From an optimization exercise on the open Yosys and OpenROAD flow, aimed at small area, a short achievable clock period and few clock cycles per item; shortcuts taken in it are not production practice. The RTL was checked by simulation tests, not by an equivalence proof against the original design. No run shown here takes its clock network from TritonCTS; it comes from the design's own scripts or RTL. The clock input has no modelled driver; a real chip could not lean on it and would need a root buffer or a full tree. Power figures rest on the tool's default switching activity, not on a simulated workload.

==> design/flow/design.v <==
`default_nettype none
package pool_buffer_pkg;
    typedef logic [32-1:0] pixel_t;
    typedef pixel_t [4-1:0] pixel_vec_t;
    typedef struct packed {
        pixel_vec_t top_left;
        pixel_vec_t top_right;
        pixel_vec_t bot_left;
        pixel_vec_t bot_right;
    } window_t;
    typedef struct packed {
        window_t                 window;
        logic [$clog2(((6 / 2) * (4 / 2)))-1:0] window_idx;
        logic                    last;
    } window_beat_t;
    typedef struct packed {
        logic [1:0]              bank_sel;
        logic [$clog2(((6 / 2) * (4 / 2)))-1:0] addr;
        pixel_vec_t              data;
    } bank_wr_t;
    typedef enum logic {
        ST_FILL,
        ST_DRAIN
    } buf_state_e;
endpackage
`default_nettype wire
`timescale 1ns/1ps
`default_nettype none
module pool_buffer_top (
    input  wire                           clk,
    input  wire                           rst_n,
    input  wire                           in_valid,
    input  wire pool_buffer_pkg::pixel_vec_t in_data,
    output logic                          in_ready,
    output logic                          out_valid,
    input  wire                           out_ready,
    output pool_buffer_pkg::window_beat_t out_beat
);
    localparam int DEPTH = 6 + 1;
    localparam logic [$clog2(((6 / 2) * (4 / 2)))-1:0] WIN_LAST = $clog2(((6 / 2) * (4 / 2)))'(((6 / 2) * (4 / 2)) - 1);
    logic [$clog2(((6 / 2) * (4 / 2)))-1:0]     win;
    logic                        r0;
    logic                        c0;
    logic                        br_q;
    logic                        last_q;
    logic                        accept;
    logic [$clog2(((6 / 2) * (4 / 2)))-1:0]     win_next;
    logic                        r0_next;
    logic                        c0_next;
    pool_buffer_pkg::pixel_vec_t hist [DEPTH];
    assign in_ready  = out_ready;
    assign accept    = in_valid && in_ready;
    assign out_valid = in_valid && br_q;
    always_comb begin
        out_beat.window.top_left  = hist[0];
        out_beat.window.top_right = hist[1];
        out_beat.window.bot_left  = hist[DEPTH-1];
        out_beat.window.bot_right = in_data;
        out_beat.window_idx       = win;
        out_beat.last             = last_q;
    end
    always_ff @(posedge clk) begin
        if (accept) begin
            for (int k = 0; k < DEPTH - 1; k++) begin
                hist[k] <= hist[k+1];
            end
            hist[DEPTH-1] <= in_data;
        end
    end
    always_comb begin
        win_next = win;
        r0_next  = r0;
        c0_next  = !c0;
        if (c0) begin
            case (win)
                3'd0:    win_next = 3'd1;
                3'd1:    win_next = 3'd2;
                3'd2:    win_next = r0 ? 3'd3 : 3'd0;
                3'd3:    win_next = 3'd4;
                3'd4:    win_next = 3'd5;
                default: win_next = r0 ? 3'd0 : 3'd3;
            endcase
            if (win == 3'd2 || win == 3'd5) begin
                r0_next = !r0;
            end
        end
    end
    always_ff @(posedge clk or negedge rst_n) begin
        if (!rst_n) begin
            win    <= '0;
            r0     <= 1'b0;
            c0     <= 1'b0;
            br_q   <= 1'b0;
            last_q <= 1'b0;
        end else if (accept) begin
            win    <= win_next;
            r0     <= r0_next;
            c0     <= c0_next;
            br_q   <= r0_next && c0_next;
            last_q <= (win_next == WIN_LAST);
        end
    end
endmodule
`default_nettype wire
==> design/flow/flow/run.sh <==
#!/bin/bash
# The standard layout (standard.sh, unchanged synthesis) with two changes:
# - the port buffers are buf_1 cells instead of the cell buffer_ports picks
#   by itself (repair_timing upsizes those on critical paths);
# - flow/pre_cts.tcl builds the clock tree (two buffer stages from the clock
#   port to every register) and the flip-flop enable buffer tree.
# Full make output goes to flow_make.log; each ORFS step also keeps its own
# log under orfs/logs.
set -euo pipefail
here=$(pwd)
bash standard.sh "BUFFER_PORTS_ARGS=-buffer_cell sky130_fd_sc_hd__buf_1" \
  "PRE_CTS_TCL=$here/flow/pre_cts.tcl" finish > flow_make.log 2>&1
==> design/flow/flow/my_cts.tcl <==
# Two-level clock tree built directly: the clock port drives a few root
# buffers, each root drives a group of leaf buffers, each leaf drives a
# compact cluster of flip-flop clock pins. Every sink sees the same number
# of buffer stages (root + leaf), so the tree is balanced by construction.
proc my_build_clock_tree { {leaf_size 28} {n_roots 4} {leaf_cell sky130_fd_sc_hd__clkbuf_16} } {
  set db [ord::get_db]
  set block [ord::get_db_block]
  set buf_master [$db findMaster sky130_fd_sc_hd__clkbuf_16]
  set leaf_master [$db findMaster $leaf_cell]
  set clk_net [$block findNet clk]
  $clk_net setSigType CLOCK

  # sinks: every instance pin on the clock net
  set sinks {}
  foreach it [$clk_net getITerms] {
    set inst [$it getInst]
    set bb [$inst getBBox]
    set x [expr {([$bb xMin] + [$bb xMax]) / 2}]
    set y [expr {([$bb yMin] + [$bb yMax]) / 2}]
    lappend sinks [list $it $x $y]
  }
  set n [llength $sinks]
  set n_leaves [expr {int(ceil(double($n) / $leaf_size))}]
  # vertical strips, each cut along y into groups, so clusters stay compact
  set n_strips [expr {max(1, int(round(sqrt($n_leaves))))}]
  set sx [lsort -integer -index 1 $sinks]
  set per_strip [expr {int(ceil(double($n) / $n_strips))}]
  set leaves {}
  for {set s 0} {$s < $n_strips} {incr s} {
    set strip [lrange $sx [expr {$s * $per_strip}] [expr {($s + 1) * $per_strip - 1}]]
    if {[llength $strip] == 0} { continue }
    set sy [lsort -integer -index 2 $strip]
    set k [expr {int(ceil(double([llength $sy]) / $leaf_size))}]
    set per [expr {int(ceil(double([llength $sy]) / $k))}]
    for {set i 0} {$i < [llength $sy]} {incr i $per} {
      lappend leaves [lrange $sy $i [expr {$i + $per - 1}]]
    }
  }

  # leaf buffers at the centroid of their cluster
  set leaf_info {}
  set li 0
  foreach grp $leaves {
    set sxs 0; set sys 0
    foreach s $grp { incr sxs [lindex $s 1]; incr sys [lindex $s 2] }
    set cx [expr {$sxs / [llength $grp]}]
    set cy [expr {$sys / [llength $grp]}]
    set inst [odb::dbInst_create $block $leaf_master "clkbuf_leaf_${li}_clk"]
    set net [odb::dbNet_create $block "clknet_leaf_${li}_clk"]
    $net setSigType CLOCK
    $inst setLocation $cx $cy
    $inst setPlacementStatus PLACED
    foreach s $grp {
      set it [lindex $s 0]
      $it disconnect
      $it connect $net
    }
    [$inst findITerm X] connect $net
    lappend leaf_info [list $inst $cx $cy]
    incr li
  }

  # root buffers, each feeding the leaves of one region
  set n_roots [expr {min($n_roots, [llength $leaf_info])}]
  set rx [expr {max(1, int(round(sqrt($n_roots))))}]
  set lx [lsort -integer -index 1 $leaf_info]
  set per_col [expr {int(ceil(double([llength $lx]) / $rx))}]
  set groups {}
  for {set c 0} {$c < $rx} {incr c} {
    set col [lrange $lx [expr {$c * $per_col}] [expr {($c + 1) * $per_col - 1}]]
    if {[llength $col] == 0} { continue }
    set ly [lsort -integer -index 2 $col]
    set k [expr {max(1, $n_roots / $rx)}]
    set per [expr {int(ceil(double([llength $ly]) / $k))}]
    for {set i 0} {$i < [llength $ly]} {incr i $per} {
      lappend groups [lrange $ly $i [expr {$i + $per - 1}]]
    }
  }
  set ri 0
  foreach grp $groups {
    set sxs 0; set sys 0
    foreach l $grp { incr sxs [lindex $l 1]; incr sys [lindex $l 2] }
    set cx [expr {$sxs / [llength $grp]}]
    set cy [expr {$sys / [llength $grp]}]
    set inst [odb::dbInst_create $block $buf_master "clkbuf_root_${ri}_clk"]
    set net [odb::dbNet_create $block "clknet_root_${ri}_clk"]
    $net setSigType CLOCK
    $inst setLocation $cx $cy
    $inst setPlacementStatus PLACED
    foreach l $grp { [[lindex $l 0] findITerm A] connect $net }
    [$inst findITerm X] connect $net
    [$inst findITerm A] connect $clk_net
    incr ri
  }
  puts "my_build_clock_tree: $n sinks, [llength $leaf_info] leaf buffers, $ri root buffers"
}

proc my_is_buffer { inst } {
  return [regexp {^sky130_fd_sc_hd__(buf|bufbuf|clkbuf)_[0-9]+$} [[$inst getMaster] getName]]
}

proc my_driver { net } {
  foreach it [$net getITerms] {
    if {[$it isOutputSignal]} { return $it }
  }
  return ""
}

proc my_sta_pin { it } {
  return [get_pins "[[$it getInst] getName]/[[$it getMTerm] getName]"]
}

proc my_center { inst } {
  set bb [$inst getBBox]
  return [list [expr {([$bb xMin] + [$bb xMax]) / 2}] [expr {([$bb yMin] + [$bb yMax]) / 2}]]
}

# Rebuilds the buffer tree that drives the flip-flop enable pins (DE) as two
# balanced levels of buffers, clustered like the clock tree leaves.
proc my_build_enable_tree { leaf_master root_master n_roots } {
  set block [ord::get_db_block]
  set dbu [$block getDefUnits]
  # DE pins and the buffers between them and the logic that drives them
  set bufs [dict create]
  set roots [dict create]
  foreach inst [$block getInsts] {
    set de [$inst findITerm DE]
    if {$de == "NULL" || $de == ""} { continue }
    set net [$de getNet]
    while {1} {
      set drv [my_driver $net]
      if {$drv == ""} { break }
      set dinst [$drv getInst]
      if {![my_is_buffer $dinst]} { break }
      dict set bufs [$dinst getName] $dinst
      set net [[$dinst findITerm A] getNet]
    }
    dict set roots [$net getName] $net
  }
  # move every load of those buffers' nets (other than the buffers
  # themselves) onto the root net, then delete the buffers
  set moved [dict create]
  dict for {bname binst} $bufs {
    set onet [[$binst findITerm X] getNet]
    set rnet [[$binst findITerm A] getNet]
    while {[dict exists $bufs [[[my_driver $rnet] getInst] getName]]} {
      set rnet [[[[my_driver $rnet] getInst] findITerm A] getNet]
    }
    foreach it [$onet getITerms] {
      if {[$it isOutputSignal]} { continue }
      if {[dict exists $bufs [[$it getInst] getName]]} { continue }
      dict set moved $it [$rnet getName]
    }
  }
  dict for {it rname} $moved {
    $it disconnect
    $it connect [$block findNet $rname]
  }
  dict for {bname binst} $bufs {
    set onet [[$binst findITerm X] getNet]
    odb::dbInst_destroy $binst
    if {[llength [$onet getITerms]] == 0 && [llength [$onet getBTerms]] == 0} {
      odb::dbNet_destroy $onet
    }
  }
  set names [dict keys $bufs]
  # group the DE pins by root net again, now that they hang on it directly
  set roots2 [dict create]
  foreach inst [$block getInsts] {
    set de [$inst findITerm DE]
    if {$de == "NULL" || $de == ""} { continue }
    dict lappend roots2 [[$de getNet] getName] $de
  }
  set roots $roots2
  set bi 0
  dict for {root_name des} $roots {
    # clusters: DE pins of flip-flops on the same clock leaf net
    set clusters [dict create]
    foreach de $des {
      set ck [[[$de getInst] findITerm CLK] getNet]
      dict lappend clusters [$ck getName] $de
    }
    set leaves {}
    dict for {ck grp} $clusters {
      set sx 0; set sy 0
      foreach de $grp {
        lassign [my_center [$de getInst]] x y
        incr sx $x; incr sy $y
      }
      set cx [expr {double($sx) / [llength $grp] / $dbu}]
      set cy [expr {double($sy) / [llength $grp] / $dbu}]
      set binst [insert_buffer -buffer_cell $leaf_master -net [get_nets $root_name] \
        -load_pins [lmap de $grp {my_sta_pin $de}] -location [list $cx $cy]]
      lappend leaves [list [get_full_name $binst] $cx $cy]
      incr bi
    }
    # root level: split the leaves into n_roots groups by position
    set lx [lsort -real -index 1 $leaves]
    set nr [expr {min($n_roots, [llength $leaves])}]
    set per [expr {int(ceil(double([llength $lx]) / $nr))}]
    for {set i 0} {$i < [llength $lx]} {incr i $per} {
      set grp [lsort -real -index 2 [lrange $lx $i [expr {$i + $per - 1}]]]
      set sx 0; set sy 0
      foreach l $grp { set sx [expr {$sx + [lindex $l 1]}]; set sy [expr {$sy + [lindex $l 2]}] }
      insert_buffer -buffer_cell $root_master -net [get_nets $root_name] \
        -load_pins [lmap l $grp {get_pins [lindex $l 0]/A}] \
        -location [list [expr {$sx / [llength $grp]}] [expr {$sy / [llength $grp]}]]
      incr bi
    }
  }
  # the gate driving each tree root now drives only a few root buffers; give
  # it a strong drive if it is a plain inverter or buffer
  set db [ord::get_db]
  dict for {root_name des} $roots {
    set drv [my_driver [$block findNet $root_name]]
    if {$drv == ""} { continue }
    set dinst [$drv getInst]
    set m [[$dinst getMaster] getName]
    if {[regexp {^sky130_fd_sc_hd__(clkinvlp|clkinv|inv)_[0-9]+$} $m]} {
      $dinst swapMaster [$db findMaster sky130_fd_sc_hd__inv_8]
    } elseif {[regexp {^sky130_fd_sc_hd__(buf|clkbuf)_[0-9]+$} $m]} {
      $dinst swapMaster [$db findMaster sky130_fd_sc_hd__buf_8]
    }
  }
  puts "my_build_enable_tree: removed [llength $names] buffers, [dict size $roots] root nets, $bi buffers inserted"
}
==> design/flow/flow/pre_cts.tcl <==
# Replaces TritonCTS with a directly built two-level clock tree, and rebuilds
# the buffer tree of the flip-flop enables as two balanced levels clustered
# like the clock leaves (my_cts.tcl). The rest of ORFS's CTS step
# (legalisation, setup and hold repair) runs as usual.
source [file join [file dirname [info script]] my_cts.tcl]
rename clock_tree_synthesis __orfs_clock_tree_synthesis
proc clock_tree_synthesis { args } {
  my_build_clock_tree 30 4 sky130_fd_sc_hd__buf_12
  set_propagated_clock [all_clocks]
  my_build_enable_tree sky130_fd_sc_hd__buf_2 sky130_fd_sc_hd__buf_16 4
}
==> design/flow/standard.sh <==
#!/bin/bash
# synth_recipe.tcl (not shown) runs the flow's synth.tcl, then flattens the netlist and writes it again
# the make line also repeats each setting of config.mk as NAME=value (left out here)
make -C /OpenROAD-flow-scripts/flow DESIGN_CONFIG=/design/flow/config.mk WORK_HOME=/design/flow/orfs CLKGATE_MAP_FILE= SYNTH_SCRIPT=/design/flow/synth_recipe.tcl "${@:-finish}"
==> design/flow/config.mk <==
export PLATFORM = sky130hd
export DESIGN_NAME = pool_buffer_top
export DESIGN_NICKNAME = pool_buffer_top
export VERILOG_FILES = /design/flow/design.v
export SDC_FILE = /design/flow/constraint.sdc
export NUM_CORES = 4
export LEC_CHECK = 0
export CAP_MARGIN = 20
export CORE_ASPECT_RATIO = 0.25
export CORE_MARGIN = 2
export CORE_UTILIZATION = 70
export PLACE_DENSITY = 0.8
export SETUP_SLACK_MARGIN = 2.05
export SLEW_MARGIN = 20
==> design/flow/constraint.sdc <==
create_clock -name core_clock -period 4.0 [get_ports {clk}]
set_input_delay 0.8000 -clock core_clock [delete_from_list [all_inputs] [get_ports {clk}]]
set_output_delay 0.8000 -clock core_clock [all_outputs]
set_load 0.01 [all_outputs]
==> out/results.txt, run 1 <==
synth warn - 2
min cycle time layout - 1.955 ns
Clk pwr share - 25.9%
DR WL/cell - 20.94 um
Combinational Power Share - 4.6%
critical path fanouts, max - 3
Core ar. - 39,280 um2
initial antenna violation count - 0
Initial Utilization - 71.95%
leakage power - 0.009955 uW
simple-gate share of the synthesized area - 0.2745%
total congestion overflow - 0
Worst setup startpoint - in_valid
Final period util - 48.87%
vias in the first global route - 11.64k
dominant synthesized flop cell - edfxtp_1
distinct cell type count after synthesis - 21
clock transition at the registers of the reported paths - 0.10 ns
Max Cap Viol - 0
register area share after synthesis - 95.83%
post-DR vias/cell - 5.233
final hold vios - 0
CP Class - in2out
Crit path required time - 3.20 ns
Max Freq - 0.5116 GHz
via count - 11.57k
unrepaired setup endpoints after global routing - true
worst skew pair latency - 0.38 ns
Fin Hold WS - 0.3116 ns
Slew Viols, Final - 0
Net Sw Power - 3266 uW
Synth Net Count - 1,196
Synth Area in XOR/XNOR - 0.09297%
Setup crit end kind - output port
CP Capture Point - out_valid
largest family of logic cells by synthesized area - buffers and inverters
EDFF count, synth - 896
largest net degree at the start of global routing - 31
status - timing/DRC/antenna clean
# port buffers - 649
DRT Wirelength - 46,280 um
DRC Markers - 0
clk_skew - 0.03066 ns
Routed Antenna Nets - 0
adder-cell share of the synthesized area - 0%
register bit total from synthesis - 903
slew margin rel. - 57.27%
Chip Width - 405.9 um
final setup vio count - 0
total track usage - 21.06%
Mean Syn Cell Area - 26.56 um2
Synth Instances - 1,064
share of post-route cells with drive strength above 1 - 5.606%
cell row count - 36
Ant. Diodes - 0
switching part of the total power - 20.60%
I/O pin count - 650
routability cong. - 0.7848
Reg2Reg Launch Point - c0
async set-reset flop share out of synthesis - 0.7752%
drt first pass iters - 5
Die Y - 104.5 um
final worst setup slack - 2.045 ns
mux cell area share after synthesis - 0%
Die Area - 42,400 um2
share of power burned in registers - 69.6%
Worst IR Drop VDD - 0.3628 mV
Pint - 12,590 uW
WP data arrival - 1.15 ns
hold buffer count at cts - 0
Slew @ Worst Pin - 0.6410 ns
Syn-to-layout area delta - 11.51%
DP Wirelength - 27,580 um
PD cells - 503.1 nW/um2
Setup Slack @ Placement - 1.495 ns
Critical Path Source Type - input pin
Mapped Area - 28,260 um2
capturing point of the worst reg2reg path - win[2]
NumNets Final - 1,795
first-pass GRT wire length - 67,490 um
Synth Area in Compound Gates - 0.2612%
initial DRC count - 1,025
worst reg2reg setup slack - 2.82 ns
Hold Path Class - in2async
Worst R2R Path Depth - 3
-- stage by stage --
step	instances	cell area (um2)	setup TNS [ns]	util, %	total power (uW)
detailed placement	2145	30600	0	77.91	11940
floorplan	1064	28270	-9652.56	-	11850
global route	2210	31510	0	80.23	16300
global placement	2145	30600	0	77.91	11870
finish	2210	31510	0	80.23	15860
CTS	2210	31510	0	80.21	15960
-- state kept, by name, summed over array words and instances (netlist names), named ones only --
register and cells:
br_q 1, hist 896, win 3, last_q 1
c0 1
-- power by group through the flow --
stage                     sequential (uW)  combinational (uW)  clock (uW)
after detailed placement            11200                 700           0
final                               11000                 723        4100
after floorplan                     11500                 365           0
after global routing                11100                 774        4460
after CTS                           11000                 726        4200
after global placement              11200                 663           0
-- what timing repair did --
item / CTS / global route
gates cloned: 0 / 0
resized for setup: 6 / 6
setup buffers: 0 / 0
endpoints found under the setup margin: 172 / 7
-- synthesized netlist by cell type, types with 2 or more instances --
master	count	area (um2)
a21oi_1	3	15.01
nand2_1	5	18.77
buf_4	131	983.4
o21ai_0	2	10.01
xnor2_1	3	26.28
dfrtp_1	7	175.2
o21ai_2	2	17.52
edfxtp_1	896	26910
nand2b_1	3	18.77
-- worst min-delay path by stage --
| stage | from | end | slack [ns] | cells past startpoint |
|---|---|---|---|---|
| after floorplan | hist[2][0] | hist[1][0] | 0.40 | 0 |
| after global placement | hist[2][14] | hist[1][14] | 0.40 | 0 |
| after detailed placement | hist[2][106] | hist[1][106] | 0.40 | 0 |
| after CTS | rst_n | win[0] | 0.31 | 1 |
| after global routing | rst_n | win[1] | 0.35 | 1 |
| final | rst_n | win[1] | 0.31 | 1 |
-- kinds of logic (layout without fill, tap and decap cells) --
kind of cell | count (synthesis) | in the layout
AND/OR/NAND/NOR | 13 | 13
flip-flops | 903 | 903
buffers and inverters | 134 | 729
XOR/XNOR | 3 | 3
AO/OA/AOI/OAI | 11 | 11
-- worst max-delay path, stage by stage --
cell and delay, ns:
buf_6 0.10, and2_1 0.12, buf_2 0.13
-- placed cells by master (no fill, tap or decap), drive strengths merged --
| cell type | netlist | final |
|---|---|---|
| a21oi | 3 | 3 |
| and2 | 1 | 1 |
| and3 | 1 | 1 |
| and3b | 1 | 1 |
| buf | 132 | 718 |
| clkbuf | 0 | 9 |
| dfrtp | 7 | 7 |
| edfxtp | 896 | 896 |
| inv | 2 | 2 |
| nand2 | 5 | 5 |
| nand2b | 3 | 3 |
| nor2b | 1 | 1 |
| nor3b | 1 | 1 |
| o21ai | 5 | 5 |
| o22a | 1 | 1 |
| o2bb2ai | 1 | 1 |
| o41ai | 1 | 1 |
| xnor2 | 3 | 3 |
-- cell type report --
type	count	area, um2
Tap cell	551	689.4
Inverter	2	15.01
Timing Repair Buffer	688	2740
Multi-Input combinational cell	27	185.2
Sequential cell	903	27080
Buffer	39	800.8
Fill cell	1819	7765
-- per-layer routing --
layer  routed length, um  vias up  part of all wire, %  track usage, %
li1                    -     5216                    -               -
met1               16250     5872                   35           24.29
met2               26780      369                   58           41.38
met3                1848      108                  4.0           2.737
met4                1405        0                  3.0           5.895
met5                   0        -                    0               0
Testbench counts, summed over its fixed seeds: cycles 1,536, frames 64.
==> inputs of run 2 (changes only) <==
--- a/design/flow/flow/my_cts.tcl
+++ b/design/flow/flow/my_cts.tcl
@@ -226 +226,50 @@
 }
+
+# Upsizes the cells on the paths that go straight from an input port to an
+# output port: the port buffers of feed-through bits (an input buffer driving
+# an output buffer) become feed_cell, and on the paths of the named
+# handshake ports the port buffers and the one gate between them get drive 4.
+proc my_size_io_paths { feed_cell handshake_ports } {
+  set db [ord::get_db]
+  set block [ord::get_db_block]
+  set feed_master [$db findMaster $feed_cell]
+  set n_feed 0
+  foreach bt [$block getBTerms] {
+    if {[$bt getIoType] != "OUTPUT"} { continue }
+    set drv [my_driver [$bt getNet]]
+    if {$drv == ""} { continue }
+    set obuf [$drv getInst]
+    if {![my_is_buffer $obuf]} { continue }
+    set src [my_driver [[$obuf findITerm A] getNet]]
+    if {$src == ""} { continue }
+    set ibuf [$src getInst]
+    if {![my_is_buffer $ibuf]} { continue }
+    if {[llength [[[$ibuf findITerm A] getNet] getBTerms]] == 0} { continue }
+    foreach b [list $obuf $ibuf] {
+      if {[[$b getMaster] getArea] < [$feed_master getArea]} { $b swapMaster $feed_master }
+    }
+    incr n_feed
+  }
+  set n_hs 0
+  foreach p $handshake_ports {
+    set bt [$block findBTerm $p]
+    if {$bt == "NULL"} { continue }
+    set cells {}
+    if {[$bt getIoType] == "INPUT"} {
+      foreach it [[$bt getNet] getITerms] { lappend cells [$it getInst] }
+    } else {
+      set obuf [[my_driver [$bt getNet]] getInst]
+      lappend cells $obuf
+      set g [my_driver [[$obuf findITerm A] getNet]]
+      if {$g != ""} { lappend cells [$g getInst] }
+    }
+    foreach c $cells {
+      set m [[$c getMaster] getName]
+      if {[regexp {^(sky130_fd_sc_hd__[a-z0-9]+)_([0-9]+)$} $m -> base drive] && $drive < 4} {
+        set nm [$db findMaster ${base}_4]
+        if {$nm != "NULL"} { $c swapMaster $nm; incr n_hs }
+      }
+    }
+  }
+  puts "my_size_io_paths: $n_feed feed-through bits, $n_hs handshake cells upsized"
+}
--- a/design/flow/flow/pre_cts.tcl
+++ b/design/flow/flow/pre_cts.tcl
@@ -2,3 +2,4 @@
 # the buffer tree of the flip-flop enables as two balanced levels clustered
-# like the clock leaves (my_cts.tcl). The rest of ORFS's CTS step
+# like the clock leaves, and upsizes the cells on the paths that run straight
+# from an input port to an output port (my_cts.tcl). The rest of ORFS's CTS step
 # (legalisation, setup and hold repair) runs as usual.
@@ -10,2 +11,3 @@
   my_build_enable_tree sky130_fd_sc_hd__buf_2 sky130_fd_sc_hd__buf_16 4
+  my_size_io_paths sky130_fd_sc_hd__buf_2 {in_valid out_ready out_valid in_ready}
 }
==> run 2 against run 1 <==
Net effect:
- via count up 0.99%
- synthesized cell count stayed put
- cell count about the same
- sequential share of layout area shrank 0.89 points
- combinational power is 5.7% higher
- worst hold slack improved by 0.010 ns
- power rose by 0.27%
- final area rose by 1.1%
- clock skew increased by 0.0048 ns
- register-to-register slack improved by 0.04 ns
- clock power hardly changed
- global-route usage rose by 0.53 points
- largest power group unchanged
==> out/results.txt, run 2 <==
status - timing/DRC/antenna clean (unchanged)
Mean Syn Cell Area - 26.56 um2 (unchanged)
Synth Instances - 1,064 (unchanged)
total congestion overflow - 0 (unchanged)
dominant synthesized flop cell - edfxtp_1 (unchanged)
Critical Path Source Type - input pin (unchanged)
most frequent cell after synthesis - edfxtp_1 (unchanged)
first-pass GRT wire length - 68,990 um (was 67,490 um)
unrepaired setup endpoints after global routing - false (was true)
Max Freq - 0.5153 GHz (was 0.5116 GHz)
DRC Markers - 0 (unchanged)
largest cells by area after synthesis - edfxtp_1 (95%), buf_4 (3.5%), dfrtp_1 (0.62%), xnor2_1 (0.093%), nand2_1 (0.066%) (unchanged)
min cycle time layout - 1.941 ns (was 1.955 ns)
max reg flops - 896 (unchanged)
Chip Width - 405.9 um (unchanged)
register area share after synthesis - 95.83% (unchanged)
leakage power - 0.01065 uW (was 0.009955 uW)
async set-reset flop share out of synthesis - 0.7752% (unchanged)
initial antenna violation count - 2 (was 0)
# port buffers - 649 (unchanged)
DRT Wirelength - 47,490 um (was 46,280 um)
Core ar. - 39,280 um2 (unchanged)
register bit total from synthesis - 903 (unchanged)
Die Y - 104.5 um (unchanged)
Setup crit end kind - output port (unchanged)
DR WL/cell - 21.47 um (was 20.94 um)
Setup TNS - 0 ns (unchanged)
share of post-route cells with drive strength above 1 - 20.86% (was 5.606%)
cell row count - 36 (unchanged)
EDFF count, synth - 896 (unchanged)
initial DRC count - 915 (was 1,025)
Biggest register - hist (unchanged)
drt first pass iters - 4 (was 5)
largest net degree at the start of global routing - 31 (unchanged)
Final period util - 48.52% (was 48.87%)
final setup vio count - 0 (unchanged)
NumNets Final - 1,795 (unchanged)
WP data arrival - 1.14 ns (was 1.15 ns)
Routed Antenna Nets - 0 (unchanged)
Die Area - 42,400 um2 (unchanged)
Initial Utilization - 71.95% (unchanged)
commonest non-fill, non-tap cell in the layout - edfxtp_1 (unchanged)
synth warn - 2 (unchanged)
clk_skew - 0.03545 ns (was 0.03066 ns)
Slew Viols, Final - 0 (unchanged)
via count - 11.68k (was 11.57k)
DP Wirelength - 27,580 um (unchanged)
share of the synthesized area in the top cell type - 95.21% (unchanged)
critical path fanouts, max - 3 (unchanged)
synth cell count leaders - edfxtp_1 (896), buf_4 (131), dfrtp_1 (7), nand2_1 (5) (unchanged)
hold buffer count at cts - 0 (unchanged)
cell taking the most area after synthesis - edfxtp_1 (unchanged)
routability cong. - 0.7848 (unchanged)
Hold Path Class - in2async (unchanged)
worst skew pair latency - 0.37 ns (was 0.38 ns)
total track usage - 21.58% (was 21.06%)
CP Class - in2out (unchanged)
slew margin rel. - 57.14% (was 57.27%)
vias in the first global route - 11.82k (was 11.64k)
PD cells - 499.3 nW/um2 (was 503.1 nW/um2)
I/O pin count - 650 (unchanged)
Syn-to-layout area delta - 12.68% (was 11.51%)
cell area after layout - 31,840 um2 (was 31,510 um2)
Synth Net Count - 1,196 (unchanged)
final hold vios - 0 (unchanged)
top flop regs - hist (896), win (3) (unchanged)
Mapped Area - 28,260 um2 (unchanged)
Area after DPL - 30,600 um2 (unchanged)
Slew @ Worst Pin - 0.6430 ns (was 0.6410 ns)
commonest cells after routing, fill and taps aside - edfxtp_1 (896), buf_1 (389), buf_2 (291) (was edfxtp_1 (896), buf_1 (641), buf_2 (36))
Max Cap Viol - 0 (unchanged)
Worst IR Drop VDD - 0.4132 mV (was 0.3628 mV)
clock transition at the registers of the reported paths - 0.10 ns (about the same)
Crit path required time - 3.20 ns (about the same)
post-DR vias/cell - 5.280 (was 5.233)
distinct cell type count after synthesis - 21 (unchanged)
-- run 2: final timing paths --
kind | start | cells after the start | endpoint | slack (ns)
max reg2reg | c0 | 3 | win[2] | 2.86
min in group core_clock | hist[3][8] | 0 | hist[2][8] | 0.41
min | rst_n | 1 | c0 | 0.32
max in group asynchronous | rst_n | 1 | win[0] | 3.38
min reg2reg | hist[3][8] | 0 | hist[2][8] | 0.41
max | in_valid | 3 | out_valid | 2.06
-- run 2: repair_timing --
| action | 4_1_cts | 5_1_grt |
|---|---|---|
| setup buffers | 0 | 0 |
| gates resized for setup | 2 | 1 |
| endpoints found under the setup margin | 1 | 1 |
-- run 2: logic make-up after synthesis --
group / synth area share (%)
simple gates: 0.2745
buf+inv: 3.546
compound gates: 0.2612
flops: 95.83
xor+xnor: 0.09299
-- run 2: worst max-delay path, stage by stage --
cell and delay [ns]:
buf_6 0.10, and2_4 0.13, buf_6 0.11
-- run 2: area by class of cell --
type	instances	area [um2]
multi-input combinational	27	187.7
inverter	2	15.01
antenna	2	5.005
fill	1795	7433
sequential	903	27080
buffer	39	800.8
tap	551	689.4
timing repair buffer	688	3064
-- run 2: power breakdown --
group / total (uW) / internal [uW] / switching (uW)
logic: 764 / 246 / 518
clock network: 4100 / 1560 / 2540
registers: 11000 / 10800 / 207
total: 15900 / 12600 / 3270
-- run 2: per-stage QoR --
stage	util (%)	instances	hold WS (ns)	setup slack [ns]	power [uW]
5_1_grt	81.07	2212	0.3425	2.054	16350
2_1_floorplan	-	1064	0.4003	-10.77	11850
3_5_place_dp	77.91	2145	0.4045	1.495	11940
4_1_cts	81.06	2210	0.3205	2.059	16020
6_report	81.07	2212	0.3221	2.059	15900
3_3_place_gp	77.91	2145	0.4001	1.551	11870
-- run 2: layer usage --
layer / vias up / part of all wire [%] / track usage, % / wire length (um)
li1: 5210 / - / - / -
met5: - / 0 / 0 / 0
met4: 0 / 4.0 / 7.223 / 1879
met3: 133 / 3.9 / 2.660 / 1849
met1: 5956 / 35 / 24.56 / 16480
met2: 380 / 57 / 42.33 / 27280
==> inputs of run 3 (changes only) <==
--- a/design/flow/config.mk
+++ b/design/flow/config.mk
@@ -12,3 +12,3 @@
 export PLACE_DENSITY = 0.8
-export SETUP_SLACK_MARGIN = 2.05
+export SETUP_SLACK_MARGIN = 2.12
 export SLEW_MARGIN = 20
==> run 3 against run 2 <==
Net effect:
- sequential power about the same
- combinational power up 2%
- critical path depth unchanged
- largest cell class unchanged
- highest routed layer unchanged
==> out/results.txt, run 3 <==
Slew @ Worst Pin - 0.4960 ns (was 0.6430 ns)
largest net degree at the start of global routing - 31 (unchanged)
final setup vio count - 0 (unchanged)
Fin Hold WS - 0.3284 ns (was 0.3221 ns)
routability cong. - 0.7848 (unchanged)
post-DR vias/cell - 5.308 (was 5.280)
Worst R2R Path Depth - 3 (unchanged)
total track usage - 21.63% (was 21.58%)
worst skew pair latency - 0.37 ns (about the same)
register bit total from synthesis - 903 (unchanged)
Slew Viols, Final - 0 (unchanged)
cell taking the most area after synthesis - edfxtp_1 (unchanged)
Mean Syn Cell Area - 26.56 um2 (unchanged)
capturing point of the worst reg2reg path - win[2] (unchanged)
dominant synthesized flop cell - edfxtp_1 (unchanged)
I/O pin count - 650 (unchanged)
total congestion overflow - 0 (unchanged)
# port buffers - 649 (unchanged)
PD cells - 498.8 nW/um2 (was 499.3 nW/um2)
min cycle time layout - 1.944 ns (was 1.941 ns)
Synth Instances - 1,064 (unchanged)
synth warn - 2 (unchanged)
top flop regs - hist (896), win (3) (unchanged)
first-pass GRT wire length - 69,160 um (was 68,990 um)
fin util - 81.33% (was 81.07%)
Synth Net Count - 1,196 (unchanged)
initial antenna violation count - 4 (was 2)
max reg flops - 896 (unchanged)
Inst Count DP - 2,145 (unchanged)
clk_skew - 0.03445 ns (was 0.03545 ns)
Crit path required time - 3.20 ns (about the same)
most frequent cell after synthesis - edfxtp_1 (unchanged)
EDFF count, synth - 896 (unchanged)
async set-reset flop share out of synthesis - 0.7752% (unchanged)
Fillers - 1,765 (was 1,795)
cell row count - 36 (unchanged)
Reg2Reg Launch Point - c0 (unchanged)
leakage power - 0.01066 uW (was 0.01065 uW)
Die Area - 42,400 um2 (unchanged)
Setup TNS - 0 ns (unchanged)
Routed Antenna Nets - 0 (unchanged)
Hold Path Class - in2async (unchanged)
status - timing/DRC/antenna clean (unchanged)
WP data arrival - 1.14 ns (about the same)
CP Buf/Inv Count - 2 (unchanged)
largest cells by area after synthesis - edfxtp_1 (95%), buf_4 (3.5%), dfrtp_1 (0.62%), xnor2_1 (0.093%), nand2_1 (0.066%) (unchanged)
clock transition at the registers of the reported paths - 0.10 ns (about the same)
Largest delay share family, worst path - buffers and inverters (unchanged)
initial DRC count - 989 (was 915)
Core ar. - 39,280 um2 (unchanged)
synth cell count leaders - edfxtp_1 (896), buf_4 (131), dfrtp_1 (7), nand2_1 (5) (unchanged)
Biggest register - hist (unchanged)
register area - 27,080 um2 (about the same)
Chip Width - 405.9 um (unchanged)
commonest cells after routing, fill and taps aside - edfxtp_1 (896), buf_1 (389), buf_2 (262) (was edfxtp_1 (896), buf_1 (389), buf_2 (291))
register area share after synthesis - 95.83% (unchanged)
Mapped Area - 28,260 um2 (unchanged)
slew margin rel. - 66.93% (was 57.14%)
DP Wirelength - 27,580 um (unchanged)
final hold vios - 0 (unchanged)
DR WL/cell - 21.76 um (was 21.47 um)
slowest stage cell, crit path - and2_4 (unchanged)
share of post-route cells with drive strength above 1 - 21.02% (was 20.86%)
share of the synthesized area in the top cell type - 95.21% (unchanged)
Die Y - 104.5 um (unchanged)
Worst IR Drop VDD - 0.4062 mV (was 0.4132 mV)
CP Class - in2out (unchanged)
unrepaired setup endpoints after global routing - true (was false)
Multi-input gate area - 187.7 um2 (unchanged)
vias in the first global route - 11.85k (was 11.82k)
Max Cap Viol - 0 (unchanged)
drt first pass iters - 5 (was 4)
Syn-to-layout area delta - 13.04% (was 12.68%)
Max Freq - 0.5144 GHz (was 0.5153 GHz)
max incr delay on CP - 0.13 ns (about the same)
Final period util - 48.60% (was 48.52%)
Initial Utilization - 71.95% (unchanged)
worst reg2reg setup slack - 2.86 ns (about the same)
via count - 11.75k (was 11.68k)
hold buffer count at cts - 0 (unchanged)
Final Non-Filler Cells - 2,214 (was 2,212)
distinct cell type count after synthesis - 21 (unchanged)
Setup crit end kind - output port (unchanged)
NumNets Final - 1,796 (was 1,795)
DRC Markers - 0 (unchanged)
worst path cell trace - buf_8, and2_4, buf_6 (was buf_6, and2_4, buf_6)
commonest non-fill, non-tap cell in the layout - edfxtp_1 (unchanged)
Worst setup startpoint - in_valid (unchanged)
DRT Wirelength - 48,190 um (was 47,490 um)
critical path fanouts, max - 2 (was 3)
Critical Path Source Type - input pin (unchanged)
-- run 3: how the worst max path moves through the flow --
stage / endpoint / cells after the start / slack, ns
2_1_floorplan: hist[0][0] / 2 / -10.77
3_5_place_dp: hist[1][92] / 5 / 1.50
4_1_cts: out_valid / 3 / 2.06
5_1_grt: out_beat[493] / 1 / 2.05
6_report: out_valid / 3 / 2.06
3_3_place_gp: hist[1][92] / 5 / 1.55
-- run 3: routing by layer --
layer | global-route usage [%] | share of wire [%] | up-vias
met5 | 0 | 0 | -
met4 | 7.461 | 3.8 | 0
li1 | - | - | 5223
met2 | 42.31 | 57 | 400
met1 | 24.64 | 35 | 6010
met3 | 2.660 | 4.1 | 119
-- run 3: final cells by class --
type	instances	area share [%]
sequential	903	84.78
timing repair buffer	689	9.893
tap	551	2.158
buffer	39	2.507
antenna	3	0.02350
inverter	2	0.04700
multi-input combinational	27	0.5875
-- run 3: cells by family after synthesis --
kind of cell	share of synthesized area, %
xor+xnor	0.09299
simple gates	0.2745
compound gates	0.2612
flops	95.83
buf+inv	3.546
-- run 3: what timing repair did --
item / in CTS / in global routing
gates resized for setup: 5 / 30
setup endpoints to repair: 3 / 770
buffers inserted: 1 / 0
-- run 3: metrics by stage --
stage / total power (uW) / setup WS (ns) / cell area [um2]
after floorplan: 11850 / -10.77 / 28270
final: 15930 / 2.056 / 31950
after CTS: 16020 / 2.062 / 31860
after detailed placement: 11940 / 1.495 / 30600
after global routing: 16380 / 2.048 / 31940
after global placement: 11870 / 1.551 / 30600
-- run 3: report_power, final --
group / internal [uW] / total [uW] / switching (uW)
sequential: 10800 / 11000 / 210
clock: 1560 / 4120 / 2560
combinational: 256 / 778 / 522
-- run 3: worst reg2reg max path: stages (launching register included) --
cell and delay (ns):
dfrtp_1 0.43, and3_1 0.35, o21ai_1 0.12, o2bb2ai_1 0.13

[port drivers added, routing unchanged]
The results above use ideal ports. As a check the final layouts listed here were re-extracted and re-timed, cells and wires unchanged.
Step 1: set_driving_cell puts a clkbuf_16 on clk and a buf_2 on each other input, an assumption about the parent block.
Step 2 also shifts input and output timing later by t, the mid clock arrival at the registers, as if the neighbouring blocks saw the same clock.
Slacks: ideal ports / drivers / drivers and shift; pairs: ideal ports / drivers.
run | shift t [ns] | setup slack, ns | hold slack, ns | clock arrival spread, ns | pins driven straight from the clock port
run 1 | 0.476 | 2.045 / 2.005 / 1.742 | 0.312 / 0.238 / 0.407 | 0.036 / 0.035 | 4
run 2 | 0.480 | 2.059 / 2.008 / 1.765 | 0.322 / 0.246 / 0.409 | 0.039 / 0.039 | 4
run 3 | 0.486 | 2.056 / 1.943 / 1.754 | 0.328 / 0.248 / 0.405 | 0.053 / 0.053 | 4
After both steps every run listed still meets setup and hold. For run 1, which loses most, drivers alone change the setup slack by -0.040 ns; drivers and shift together by -0.303 ns.
